Background: an optimization exercise with open tools, aiming at small area and a short achievable clock period. Do not read the settings as production practice.
The RTL was checked by simulation tests, not by an equivalence proof against the original design.
Power figures rest on the tool's default switching activity, not on a simulated workload.

==> job 1981 <==
==> flow/design.v <==
module decode_regfile #(
   parameter bit          BYPASS   = 1'b0,
   parameter logic [63:0] RSP_INIT = 64'h0000_0000_0000_0400
) (
   input  logic        clk_i,
   input  logic        rst_n_i,
   input  logic [3:0]  icode_i,
   input  logic [3:0]  rA_i,
   input  logic [3:0]  rB_i,
   input  logic        cnd_i,
   input  logic [63:0] valE_i,
   input  logic [63:0] valM_i,
   input  logic        wb_en_i,
   output logic [3:0]  srcA_o,
   output logic [3:0]  srcB_o,
   output logic [3:0]  dstE_o,
   output logic [3:0]  dstM_o,
   output logic [63:0] valA_o,
   output logic [63:0] valB_o
);
   localparam logic [3:0] I_CMOVQ  = 4'h2;
   localparam logic [3:0] I_IRMOVQ = 4'h3;
   localparam logic [3:0] I_RMMOVQ = 4'h4;
   localparam logic [3:0] I_MRMOVQ = 4'h5;
   localparam logic [3:0] I_OPQ    = 4'h6;
   localparam logic [3:0] I_CALL   = 4'h8;
   localparam logic [3:0] I_RET    = 4'h9;
   localparam logic [3:0] I_PUSHQ  = 4'hA;
   localparam logic [3:0] I_POPQ   = 4'hB;
   localparam logic [3:0] RSP      = 4'h4;
   localparam logic [3:0] RNONE    = 4'hF;
   logic [3:0]  srca, srcb, dste, dstm;
   logic [14:0][63:0] rf_q;
   logic [14:0][63:0] rf_d;
   logic        fwd_en;
   always_comb begin
      srca = RNONE;
      srcb = RNONE;
      dste = RNONE;
      dstm = RNONE;
      unique case (icode_i)
         I_CMOVQ: begin
            srca = rA_i;
            dste = cnd_i ? rB_i : RNONE;
         end
         I_IRMOVQ: dste = rB_i;
         I_RMMOVQ: begin
            srca = rA_i;
            srcb = rB_i;
         end
         I_MRMOVQ: begin
            srcb = rB_i;
            dstm = rA_i;
         end
         I_OPQ: begin
            srca = rA_i;
            srcb = rB_i;
            dste = rB_i;
         end
         I_CALL: begin
            srcb = RSP;
            dste = RSP;
         end
         I_RET: begin
            srca = RSP;
            srcb = RSP;
            dste = RSP;
         end
         I_PUSHQ: begin
            srca = rA_i;
            srcb = RSP;
            dste = RSP;
         end
         I_POPQ: begin
            srca = RSP;
            srcb = RSP;
            dste = RSP;
            dstm = rA_i;
         end
         default: ;
      endcase
   end
   assign srcA_o = srca;
   assign srcB_o = srcb;
   assign dstE_o = dste;
   assign dstM_o = dstm;
   always_comb begin
      for (int i = 0; i < 15; i++) begin
         rf_d[i] = rf_q[i];
         if (wb_en_i && dste == 4'(i)) rf_d[i] = valE_i;
         if (wb_en_i && dstm == 4'(i)) rf_d[i] = valM_i;
      end
   end
   always_ff @(posedge clk_i or negedge rst_n_i) begin
      if (!rst_n_i) begin
         for (int i = 0; i < 15; i++)
            rf_q[i] <= (i == 4) ? RSP_INIT : 64'h0;
      end else begin
         for (int i = 0; i < 15; i++)
            rf_q[i] <= rf_d[i];
      end
   end
   assign fwd_en = BYPASS && wb_en_i && rst_n_i;
   always_comb begin
      valA_o = '0;
      valB_o = '0;
      if (srca != RNONE) begin
         valA_o = rf_q[srca];
         if (fwd_en && srca == dstm)      valA_o = valM_i;
         else if (fwd_en && srca == dste) valA_o = valE_i;
      end
      if (srcb != RNONE) begin
         valB_o = rf_q[srcb];
         if (fwd_en && srcb == dstm)      valB_o = valM_i;
         else if (fwd_en && srcb == dste) valB_o = valE_i;
      end
   end
endmodule
==> flow/run.sh <==
#!/bin/bash
# synth_recipe.tcl (not shown) runs the flow's synth.tcl, then flattens the netlist and writes it again
# the make line also repeats each setting of config.mk as NAME=value (left out here)
make -C /OpenROAD-flow-scripts/flow DESIGN_CONFIG=/design/flow/config.mk WORK_HOME=/design/flow/orfs CLKGATE_MAP_FILE= SYNTH_SCRIPT=/design/flow/synth_recipe.tcl finish
==> flow/config.mk <==
export PLATFORM = sky130hd
export DESIGN_NAME = decode_regfile
export DESIGN_NICKNAME = decode_regfile
export VERILOG_FILES = /design/flow/design.v
export SDC_FILE = /design/flow/constraint.sdc
export NUM_CORES = 4
export LEC_CHECK = 0
export CAP_MARGIN = 20
export CORE_MARGIN = 2
export CORE_UTILIZATION = 30
export SETUP_SLACK_MARGIN = 0.1
export SLEW_MARGIN = 20
==> flow/constraint.sdc <==
create_clock -name core_clock -period 4.5 [get_ports {clk_i}]
set_input_delay 0.9000 -clock core_clock [delete_from_list [all_inputs] [get_ports {clk_i}]]
set_output_delay 0.9000 -clock core_clock [all_outputs]
set_load 0.01 [all_outputs]
==> inputs of job 9056, as changes to job 1981 <==
==> flow/design.v, changed modules only <==
module decode_regfile #(
   parameter bit          BYPASS   = 1'b0,
   parameter logic [63:0] RSP_INIT = 64'h0000_0000_0000_0400
) (
   input  logic        clk_i,
   input  logic        rst_n_i,
   input  logic [3:0]  icode_i,
   input  logic [3:0]  rA_i,
   input  logic [3:0]  rB_i,
   input  logic        cnd_i,
   input  logic [63:0] valE_i,
   input  logic [63:0] valM_i,
   input  logic        wb_en_i,
   output logic [3:0]  srcA_o,
   output logic [3:0]  srcB_o,
   output logic [3:0]  dstE_o,
   output logic [3:0]  dstM_o,
   output logic [63:0] valA_o,
   output logic [63:0] valB_o
);
   localparam logic [3:0] I_CMOVQ  = 4'h2;
   localparam logic [3:0] I_IRMOVQ = 4'h3;
   localparam logic [3:0] I_RMMOVQ = 4'h4;
   localparam logic [3:0] I_MRMOVQ = 4'h5;
   localparam logic [3:0] I_OPQ    = 4'h6;
   localparam logic [3:0] I_CALL   = 4'h8;
   localparam logic [3:0] I_RET    = 4'h9;
   localparam logic [3:0] I_PUSHQ  = 4'hA;
   localparam logic [3:0] I_POPQ   = 4'hB;
   localparam logic [3:0] RSP      = 4'h4;
   localparam logic [3:0] RNONE    = 4'hF;
   logic [3:0]  srca, srcb, dste, dstm;
   logic [14:0][63:0] rf_q;
   logic [14:0] vld_q;
   logic [14:0] we_e, we_m, s_hold, s_e, s_m;
   logic [14:0] rd_a, rd_b, rst_a, rst_b;
   logic        fwd_en;
   always_comb begin
      srca = RNONE;
      srcb = RNONE;
      dste = RNONE;
      dstm = RNONE;
      unique case (icode_i)
         I_CMOVQ: begin
            srca = rA_i;
            dste = cnd_i ? rB_i : RNONE;
         end
         I_IRMOVQ: dste = rB_i;
         I_RMMOVQ: begin
            srca = rA_i;
            srcb = rB_i;
         end
         I_MRMOVQ: begin
            srcb = rB_i;
            dstm = rA_i;
         end
         I_OPQ: begin
            srca = rA_i;
            srcb = rB_i;
            dste = rB_i;
         end
         I_CALL: begin
            srcb = RSP;
            dste = RSP;
         end
         I_RET: begin
            srca = RSP;
            srcb = RSP;
            dste = RSP;
         end
         I_PUSHQ: begin
            srca = rA_i;
            srcb = RSP;
            dste = RSP;
         end
         I_POPQ: begin
            srca = RSP;
            srcb = RSP;
            dste = RSP;
            dstm = rA_i;
         end
         default: ;
      endcase
   end
   assign srcA_o = srca;
   assign srcB_o = srcb;
   assign dstE_o = dste;
   assign dstM_o = dstm;
   always_comb begin
      for (int i = 0; i < 15; i++) begin
         we_e[i]   = wb_en_i && dste == 4'(i);
         we_m[i]   = wb_en_i && dstm == 4'(i);
         s_hold[i] = !(we_e[i] || we_m[i]);
         s_e[i]    = we_e[i] && !we_m[i];
         s_m[i]    = we_m[i];
      end
   end
   always_ff @(posedge clk_i or negedge rst_n_i) begin
      if (!rst_n_i) vld_q <= '0;
      else          vld_q <= vld_q | we_e | we_m;
   end
   logic [14:0][63:0] rf_d, rf_nq;
   assign rf_nq = ~rf_q;
   logic [63:0] n_vale, n_valm;
   assign n_vale = ~valE_i;
   assign n_valm = ~valM_i;
   for (genvar i = 0; i < 15; i++) begin : g_wr
      for (genvar j = 0; j < 64; j++) begin : g_bit
         drf_wbit u_w (
            .nq_i(rf_nq[i][j]), .hold_i(s_hold[i]),
            .ne_i(n_vale[j]), .se_i(s_e[i]),
            .nm_i(n_valm[j]), .sm_i(s_m[i]),
            .d_o(rf_d[i][j]));
      end
   end
   always_ff @(posedge clk_i) begin
      for (int i = 0; i < 15; i++)
         rf_q[i] <= rf_d[i];
   end
   always_comb begin
      for (int i = 0; i < 15; i++) begin
         rd_a[i]  = srca == 4'(i) &&  vld_q[i];
         rd_b[i]  = srcb == 4'(i) &&  vld_q[i];
         rst_a[i] = srca == 4'(i) && !vld_q[i];
         rst_b[i] = srcb == 4'(i) && !vld_q[i];
      end
   end
   assign fwd_en = BYPASS && wb_en_i && rst_n_i;
   logic [63:0] rda, rdb;
   logic [63:0][14:0] rf_t;
   logic [14:0] nsel_a, nsel_b;
   assign nsel_a = ~rd_a;
   assign nsel_b = ~rd_b;
   for (genvar j = 0; j < 64; j++) begin : g_t
      for (genvar i = 0; i < 15; i++) begin : g_r
         assign rf_t[j][i] = rf_nq[i][j];
      end
   end
   for (genvar j = 0; j < 64; j++) begin : g_rd
      drf_rbit #(.XTRA(RSP_INIT[j])) u_ra (
         .nq_i(rf_t[j]), .nsel_i(nsel_a), .x_i(rst_a[4]), .v_o(rda[j]));
      drf_rbit #(.XTRA(RSP_INIT[j])) u_rb (
         .nq_i(rf_t[j]), .nsel_i(nsel_b), .x_i(rst_b[4]), .v_o(rdb[j]));
   end
   always_comb begin
      valA_o = rda;
      valB_o = rdb;
      if (fwd_en && srca != RNONE && srca == dstm)      valA_o = valM_i;
      else if (fwd_en && srca != RNONE && srca == dste) valA_o = valE_i;
      if (fwd_en && srcb != RNONE && srcb == dstm)      valB_o = valM_i;
      else if (fwd_en && srcb != RNONE && srcb == dste) valB_o = valE_i;
   end
endmodule
module drf_wbit (
   input  logic nq_i,
   input  logic hold_i,
   input  logic ne_i,
   input  logic se_i,
   input  logic nm_i,
   input  logic sm_i,
   output logic d_o
);
   assign d_o = ~((nq_i & hold_i) | (ne_i & se_i) | (nm_i & sm_i));
endmodule
module drf_rbit #(
   parameter bit XTRA = 1'b0
) (
   input  logic [14:0] nq_i,
   input  logic [14:0] nsel_i,
   input  logic        x_i,
   output logic        v_o
);
   assign v_o = ~&(nsel_i | nq_i) | (XTRA & x_i);
endmodule
==> flow/flow/run.sh (new file) <==
#!/bin/bash
# Standard ORFS layout, with the port buffers made from plain buf cells
# instead of the delay buffers buffer_ports picks by default.
set -euo pipefail
export BUFFER_PORTS_ARGS="-buffer_cell sky130_fd_sc_hd__buf_2"
bash standard.sh > standard.log 2>&1
==> flow/standard.sh (new file) <==
#!/bin/bash
# synth_recipe.tcl (not shown) runs the flow's synth.tcl, then flattens the netlist and writes it again
# the make line also repeats each setting of config.mk as NAME=value (left out here)
make -C /OpenROAD-flow-scripts/flow DESIGN_CONFIG=/design/flow/config.mk WORK_HOME=/design/flow/orfs CLKGATE_MAP_FILE= SYNTH_SCRIPT=/design/flow/synth_recipe.tcl "${@:-finish}"
- CORE_UTILIZATION: 30 -> 50
- CTS_BUF_LIST: unset -> sky130_fd_sc_hd__clkbuf_4 sky130_fd_sc_hd__clkbuf_8
- SYNTH_HIERARCHICAL: unset -> 1
- SYNTH_MINIMUM_KEEP_SIZE: unset -> 0
removed: flow/run.sh
==> comparison <==
- Job 9056 finished clean. Job 1981 passed the timing, design-rule and antenna checks.
- Of job 9056 and job 1981, job 1981 has the higher die area (gap 58%, measured against job 1981).
- Between job 9056 and job 1981, the lower hold slack is in job 1981 (gap 0.40 ns).
- Against job 9056, the clock power of job 1981 is higher by 4.8%.
- Register-to-register slack: job 1981 is better than job 9056 (0.15 ns).
==> figures <==
metric	job 1981	job 9056
Worst reg2reg path depth	2	1
Sw frac	0.330	0.304
CTS Sinks	960	975
Setup crit start	icode_i[1]	icode_i[0]
DR vias/cell	6.01	7.78
Pwr/cell area	375 mW/mm^2	490 mW/mm^2
Outcome	complete, no violations	complete, no violations
Minimum period implied by the final worst setup slack	4.41 ns	4.38 ns
Clock group power	9.32 mW	8.89 mW
Global-route wire length before repair	410000 um	322000 um

[re-timing with driven ports]
Ports are ideal in the flow. The routed layouts listed here were re-timed in OpenROAD.
Step 1 assumes that a clkbuf_16 drives the clock port and a buf_2 every other input.
Step 2, shift: input delay + t, output delay - t, t = (earliest + latest rising clock arrival at the registers) / 2. This alone moves slack from input paths to output paths.
Slacks: ideal / step 1 / step 2; pairs: ideal / step 1.
| run | t (ns) | setup WS [ns] | cell pins on the clock port's net |
|---|---|---|---|
| job 1981 | 0.852 | 0.088 / 0.052 / 0.052 | 1 |
| job 9056 | 0.957 | 0.121 / 0.098 / 0.098 | 1 |
After both steps setup and hold are still met in every run listed. The setup slack of job 1981, which loses most, moves by -0.036 ns with the drivers and by -0.036 ns with both steps.
